Background: an optimization exercise with open tools, aiming at small area. Do not read the settings as production practice.
Function was checked by simulation only, so behaviour that the tests miss may differ from the original.
No activity file was given, so power comes from the tool's default toggle rates.

build 1:
Design sys_periph, start of the top module:
module sys_periph (
   input  logic       sys_clk,
   input  logic       reset_n,
   input  logic       bus_sel,
   input  logic       bus_wr_en,
   input  logic       bus_rd_req,
   input  logic [7:0] bus_addr,
   input  logic [7:0] bus_wr_data,
   output logic [7:0] bus_rd_data,
   output logic       bus_ready,
   input  logic       uart_rx,
   output logic       uart_tx,
   output logic       cpu_clk_en,
   output logic       irq_n
);
   localparam int nt = sys_pkg::num_timers;
   logic                           rst;
   logic [7:0]                     wd;
   logic [sys_pkg::speed_w-1:0]    cpu_speed;
   logic [nt-1:0]                  we_lo;
   logic [nt-1:0]                  we_mid;
   logic [nt-1:0]                  we_hi;
   logic [nt-1:0]                  we_en;
   logic [nt-1:0]                  timer_enable;
   logic [nt-1:0]                  timer_load;
   logic [nt-1:0]                  timer_ack;
   logic [nt-1:0]                  timer_irq;
   logic [nt-1:0][sys_pkg::timer_w-1:0] timer_value;
   logic                           tx_start;
   logic                           tx_busy;
   logic                           rx_pop;
   logic [7:0]                     rx_data;
   logic                           rx_avail;
   logic                           rx_wait;
   sys_regs regs0 (
      .sys_clk      (sys_clk),
      .reset_n      (reset_n),
      .bus_sel      (bus_sel),
      .bus_wr_en    (bus_wr_en),
      .bus_rd_req   (bus_rd_req),
      .bus_addr     (bus_addr),
      .bus_wr_data  (bus_wr_data),
      .bus_rd_data  (bus_rd_data),
      .bus_ready    (bus_ready),
      .rst          (rst),
      .wd           (wd),
      .cpu_speed    (cpu_speed),
      .we_lo        (we_lo),
      .we_mid       (we_mid),
      .we_hi        (we_hi),
      .we_en        (we_en),
      .timer_load   (timer_load),
      .timer_ack    (timer_ack),
      .timer_value  (timer_value),
      .timer_enable (timer_enable),
      .timer_irq    (timer_irq),
      .tx_start     (tx_start),
      .tx_busy      (tx_busy),
      .rx_pop       (rx_pop),
  ...
Size: about 410 flip-flops, ~0.018 mm² of cells after synthesis.
==> flow/config.mk <==
export PLATFORM = sky130hd
export DESIGN_NAME = sys_periph
export DESIGN_NICKNAME = sys_periph
export VERILOG_FILES = /design/flow/design.v
export SDC_FILE = /design/flow/constraint.sdc
export NUM_CORES = 4
export LEC_CHECK = 0
export CAP_MARGIN = 20
export CORE_MARGIN = 2
export CORE_UTILIZATION = 40
export CTS_BUF_LIST = sky130_fd_sc_hd__clkbuf_16
export CTS_CLUSTER_DIAMETER = 80
export CTS_CLUSTER_SIZE = 25
export SLEW_MARGIN = 20
==> flow/constraint.sdc <==
create_clock -name core_clock -period 10.0 [get_ports {sys_clk}]
set_input_delay 2.0000 -clock core_clock [delete_from_list [all_inputs] [get_ports {sys_clk}]]
set_output_delay 2.0000 -clock core_clock [all_outputs]
set_load 0.01 [all_outputs]
standard.sh (not shown) runs the stock make flow with config.mk's settings and CLKGATE_MAP_FILE= SYNTH_SCRIPT=/design/flow/synth_recipe.tcl, a recipe that flattens the netlist after the stock synthesis.
==> flow/flow/run.sh <==
#!/bin/bash
# Standard ORFS layout with two changes: ports are buffered with the
# smallest buffer, and clock tree synthesis inserts no dummy loads.
set -euo pipefail
export BUFFER_PORTS_ARGS="-buffer_cell sky130_fd_sc_hd__buf_1"
export CTS_ARGS="-sink_clustering_enable -repair_clock_nets -dont_use_dummy_load -buf_list sky130_fd_sc_hd__clkbuf_16 -sink_clustering_size 25 -sink_clustering_max_diameter 80"
bash standard.sh synth > synth.log 2>&1
bash standard.sh floorplan > floorplan.log 2>&1
bash standard.sh place > place.log 2>&1
bash standard.sh cts > cts.log 2>&1
bash standard.sh finish > finish.log 2>&1
Build 1 went all the way through the flow, and no timing, DRC or antenna check failed.
Edits applied to the flow inputs when going from build 1 to build 62:
- swapping 25 for 8 in CTS_CLUSTER_SIZE
- swapping 20 for 5 in CAP_MARGIN
- swapping 20 for 5 in SLEW_MARGIN
- swapping 80 for 40 in CTS_CLUSTER_DIAMETER
- swapping sky130_fd_sc_hd__clkbuf_16 for sky130_fd_sc_hd__clkbuf_4 in CTS_BUF_LIST
==> flow/run.sh (new file) <==
#!/bin/bash
# synth_recipe.tcl (not shown) runs the flow's synth.tcl, then flattens the netlist and writes it again
# the make line also repeats each setting of config.mk as NAME=value (left out here)
make -C /OpenROAD-flow-scripts/flow DESIGN_CONFIG=/design/flow/config.mk WORK_HOME=/design/flow/orfs CLKGATE_MAP_FILE= SYNTH_SCRIPT=/design/flow/synth_recipe.tcl finish
removed: flow/flow/run.sh
removed: flow/standard.sh
Results
In the final reports, the cell area of build 62 is larger than that of build 1. Build 62: antenna cell count higher than build 1. For the total of clock buffers placed in the layout, build 62 came in 78 higher than build 1 did. The register-to-register slack was comparable across build 1 and build 62. Proportion of power drawn by the clock network ended up 5.0 points higher on build 62 than on build 1. Having completed the whole flow, build 62 delivered a layout that passed the timing, design-rule and antenna checks. The part of the cycle the worst path needs number comes out lower for build 1 vs build 62. The run showing the smaller relative area change from synthesis to final layout is build 1. Cmp build 62 vs build 1: worst setup slack lower in build 62.
The inputs of build 35 differ from those of build 62 as listed below.
- changing CTS_CLUSTER_DIAMETER from 40 to 70
- changing CTS_CLUSTER_SIZE from 8 to 18
- changing CTS_BUF_LIST from sky130_fd_sc_hd__clkbuf_4 to sky130_fd_sc_hd__clkbuf_8
==> flow/flow/run.sh (new file) <==
#!/bin/bash
# Standard ORFS layout with two changes: ports are buffered with the
# smallest buffer, and clock tree synthesis inserts no dummy loads.
set -euo pipefail
export BUFFER_PORTS_ARGS="-buffer_cell sky130_fd_sc_hd__buf_1"
export CTS_ARGS="-sink_clustering_enable -repair_clock_nets -dont_use_dummy_load -buf_list sky130_fd_sc_hd__clkbuf_8 -sink_clustering_size 18 -sink_clustering_max_diameter 70"
bash standard.sh synth > synth.log 2>&1
bash standard.sh floorplan > floorplan.log 2>&1
bash standard.sh place > place.log 2>&1
bash standard.sh cts > cts.log 2>&1
bash standard.sh finish > finish.log 2>&1
==> flow/standard.sh (new file) <==
#!/bin/bash
# synth_recipe.tcl (not shown) runs the flow's synth.tcl, then flattens the netlist and writes it again
# the make line also repeats each setting of config.mk as NAME=value (left out here)
make -C /OpenROAD-flow-scripts/flow DESIGN_CONFIG=/design/flow/config.mk WORK_HOME=/design/flow/orfs CLKGATE_MAP_FILE= SYNTH_SCRIPT=/design/flow/synth_recipe.tcl "${@:-finish}"
removed: flow/run.sh
[summary]
Build 35 against build 62: portion of total power attributed to combinational logic has increased, via count has decreased.
The higher switching portion of total power of build 35 and build 62 is in build 62.
In the tables for build 35 and build 62, count of clock-buffer cells in the layout reads lower with build 35.
Power consumption (build 35 over build 62): decrease, 13%
H-tree depth for build 35 is lower than for build 62.
met3 track demand over resource was higher in the run labelled build 62.
Modified inputs, build 95 compared to build 35
- swapping 5 for 20 in CAP_MARGIN
- swapping 70 for 80 in CTS_CLUSTER_DIAMETER
- swapping 5 for 20 in SLEW_MARGIN
- swapping sky130_fd_sc_hd__clkbuf_8 for sky130_fd_sc_hd__clkbuf_16 in CTS_BUF_LIST
- swapping 18 for 25 in CTS_CLUSTER_SIZE
==> flow/flow/run.sh <==
#!/bin/bash
# Standard ORFS layout with three changes: ports are buffered with the
# smallest buffer, clock tree synthesis inserts no dummy loads, and
# gates off the critical paths are sized down after global routing.
set -euo pipefail
export BUFFER_PORTS_ARGS="-buffer_cell sky130_fd_sc_hd__buf_1"
export RECOVER_POWER=100
export CTS_ARGS="-sink_clustering_enable -repair_clock_nets -dont_use_dummy_load -buf_list sky130_fd_sc_hd__clkbuf_16 -sink_clustering_size 25 -sink_clustering_max_diameter 80"
bash standard.sh synth > synth.log 2>&1
bash standard.sh floorplan > floorplan.log 2>&1
bash standard.sh place > place.log 2>&1
bash standard.sh cts > cts.log 2>&1
bash standard.sh finish > finish.log 2>&1
Results
Build 95 vs. build 35: detailed-route wire length barely changed; share of the clock period used by the worst path after layout higher; number of fillers in the final layout stayed essentially flat. Build 95 completed end to end; final checks failed (capacitance limit, slew limit).

== job 101 ==
sys_periph again, from the RTL that the note above started with.
==> flow/design.v (excerpt) <==
module sys_periph (
   input  logic       sys_clk,
   input  logic       reset_n,
   input  logic       bus_sel,
   input  logic       bus_wr_en,
   input  logic       bus_rd_req,
   input  logic [7:0] bus_addr,
   input  logic [7:0] bus_wr_data,
   output logic [7:0] bus_rd_data,
   output logic       bus_ready,
   input  logic       uart_rx,
   output logic       uart_tx,
   output logic       cpu_clk_en,
   output logic       irq_n
);
clock: 10.0 ns
lec_check: 0
cap_margin: 20
core_margin: 2
core_utilization: 40
cts_buf_list: sky130_fd_sc_hd__clkbuf_8
cts_cluster_diameter: 70
cts_cluster_size: 20
slew_margin: 20
==> flow/flow/run.sh <==
#!/bin/bash
# Standard ORFS layout with two changes: ports are buffered with the
# smallest buffer, and clock tree synthesis inserts no dummy loads.
set -euo pipefail
export BUFFER_PORTS_ARGS="-buffer_cell sky130_fd_sc_hd__buf_1"
export CTS_ARGS="-sink_clustering_enable -repair_clock_nets -dont_use_dummy_load -buf_list sky130_fd_sc_hd__clkbuf_8 -sink_clustering_size 20 -sink_clustering_max_diameter 70"
bash standard.sh synth > synth.log 2>&1
bash standard.sh floorplan > floorplan.log 2>&1
bash standard.sh place > place.log 2>&1
bash standard.sh cts > cts.log 2>&1
bash standard.sh finish > finish.log 2>&1
Per the final summary, job 101 finished and its layout is clean on timing, DRC and antenna.
What job 102 does differently from job 101 at the input level:
Settings: swapping 20 for 18 in CTS_CLUSTER_SIZE.
diff --git a/flow/flow/run.sh b/flow/flow/run.sh
--- a/flow/flow/run.sh
+++ b/flow/flow/run.sh
@@ -6 +6 @@
-export CTS_ARGS="-sink_clustering_enable -repair_clock_nets -dont_use_dummy_load -buf_list sky130_fd_sc_hd__clkbuf_8 -sink_clustering_size 20 -sink_clustering_max_diameter 70"
+export CTS_ARGS="-sink_clustering_enable -repair_clock_nets -dont_use_dummy_load -buf_list sky130_fd_sc_hd__clkbuf_8 -sink_clustering_size 18 -sink_clustering_max_diameter 70"
==> summary.txt <==
Taking job 101 as the reference, in job 102 number of antenna violations at the first check in global routing decreased by 1 relative to the old numbers; share of the final layout cell area in multi-input gates closely matched the old numbers; critical path depth closely matched the old numbers; fmax decreased by 2.2 MHz relative to the old numbers; setup skew after layout closely matched the old numbers.
Total power went up slightly going from job 101 to job 102.
Relative to job 101, number of buffers created by CTS has increased by 3.6% in job 102.
For job 103, these inputs were changed with respect to job 102:
Settings: a change of CTS_CLUSTER_DIAMETER from 70 to 45; a change of CTS_CLUSTER_SIZE from 18 to 20.
diff --git a/flow/flow/run.sh b/flow/flow/run.sh
--- a/flow/flow/run.sh
+++ b/flow/flow/run.sh
@@ -6 +6 @@
-export CTS_ARGS="-sink_clustering_enable -repair_clock_nets -dont_use_dummy_load -buf_list sky130_fd_sc_hd__clkbuf_8 -sink_clustering_size 18 -sink_clustering_max_diameter 70"
+export CTS_ARGS="-sink_clustering_enable -repair_clock_nets -dont_use_dummy_load -buf_list sky130_fd_sc_hd__clkbuf_8 -sink_clustering_size 20 -sink_clustering_max_diameter 45"
Results
- Sort job 103 and job 102 by post-route clock skew desc -> top: job 103
- Compared with job 102, job 103 shows a lower part of the power in combinational logic.
- Compared with job 102, job 103 shows a reported leakage power that is about 1.4% higher.
- The lower cell count of job 103 and job 102 is in job 102.
- Global-route usage, job 103 and job 102: lower on job 102
- Cmp job 103 and job 102 / wire length / higher: job 103
- Proportion of final cell area spent on non-clock buffers delta (job 103 -> job 102): insignificant
- | sequential share of layout area | lower: job 103 |

what the ideal ports hide:
No port has a modelled driver above. Below, the same layouts with a new extraction and two added sets of constraints. Step 1 sets driving cells, clkbuf_16 on the clock port and buf_2 on the other inputs (assumed; they add their load-dependent delay and slew). Step 2 also shifts input and output timing later by t, the mid clock arrival at the registers, as if the neighbouring blocks saw the same clock. Three values: ideal ports, drivers, drivers and shift; two values: the first two.
run	shift t [ns]	slack for setup (ns)	worst hold slack (ns)	worst setup path at the end	slew at the worst register clock pin (ns)
build 1	0.603	5.498 / 5.500 / 4.929	0.421 / 0.421 / 0.421	input to register	0.10 / 0.10
build 62	0.783	5.388 / 5.419 / 4.635	0.418 / 0.418 / 0.418	input to register	0.10 / 0.10
build 35	0.680	5.551 / 5.572 / 4.903	0.426 / 0.426 / 0.426	input to register	0.12 / 0.12
build 95	0.605	3.327 / 3.359 / 2.753	0.424 / 0.424 / 0.424	input to register	0.10 / 0.10
job 101	0.676	5.555 / 5.555 / 4.966	0.425 / 0.425 / 0.425	input to register	0.12 / 0.12
job 102	0.680	5.511 / 5.511 / 4.974	0.429 / 0.429 / 0.429	input to register	0.12 / 0.12
job 103	0.661	5.517 / 5.517 / 4.920	0.413 / 0.413 / 0.413	input to register	0.11 / 0.11
For build 62, which loses most, drivers alone change the setup slack by +0.031 ns; drivers and shift together by -0.753 ns.
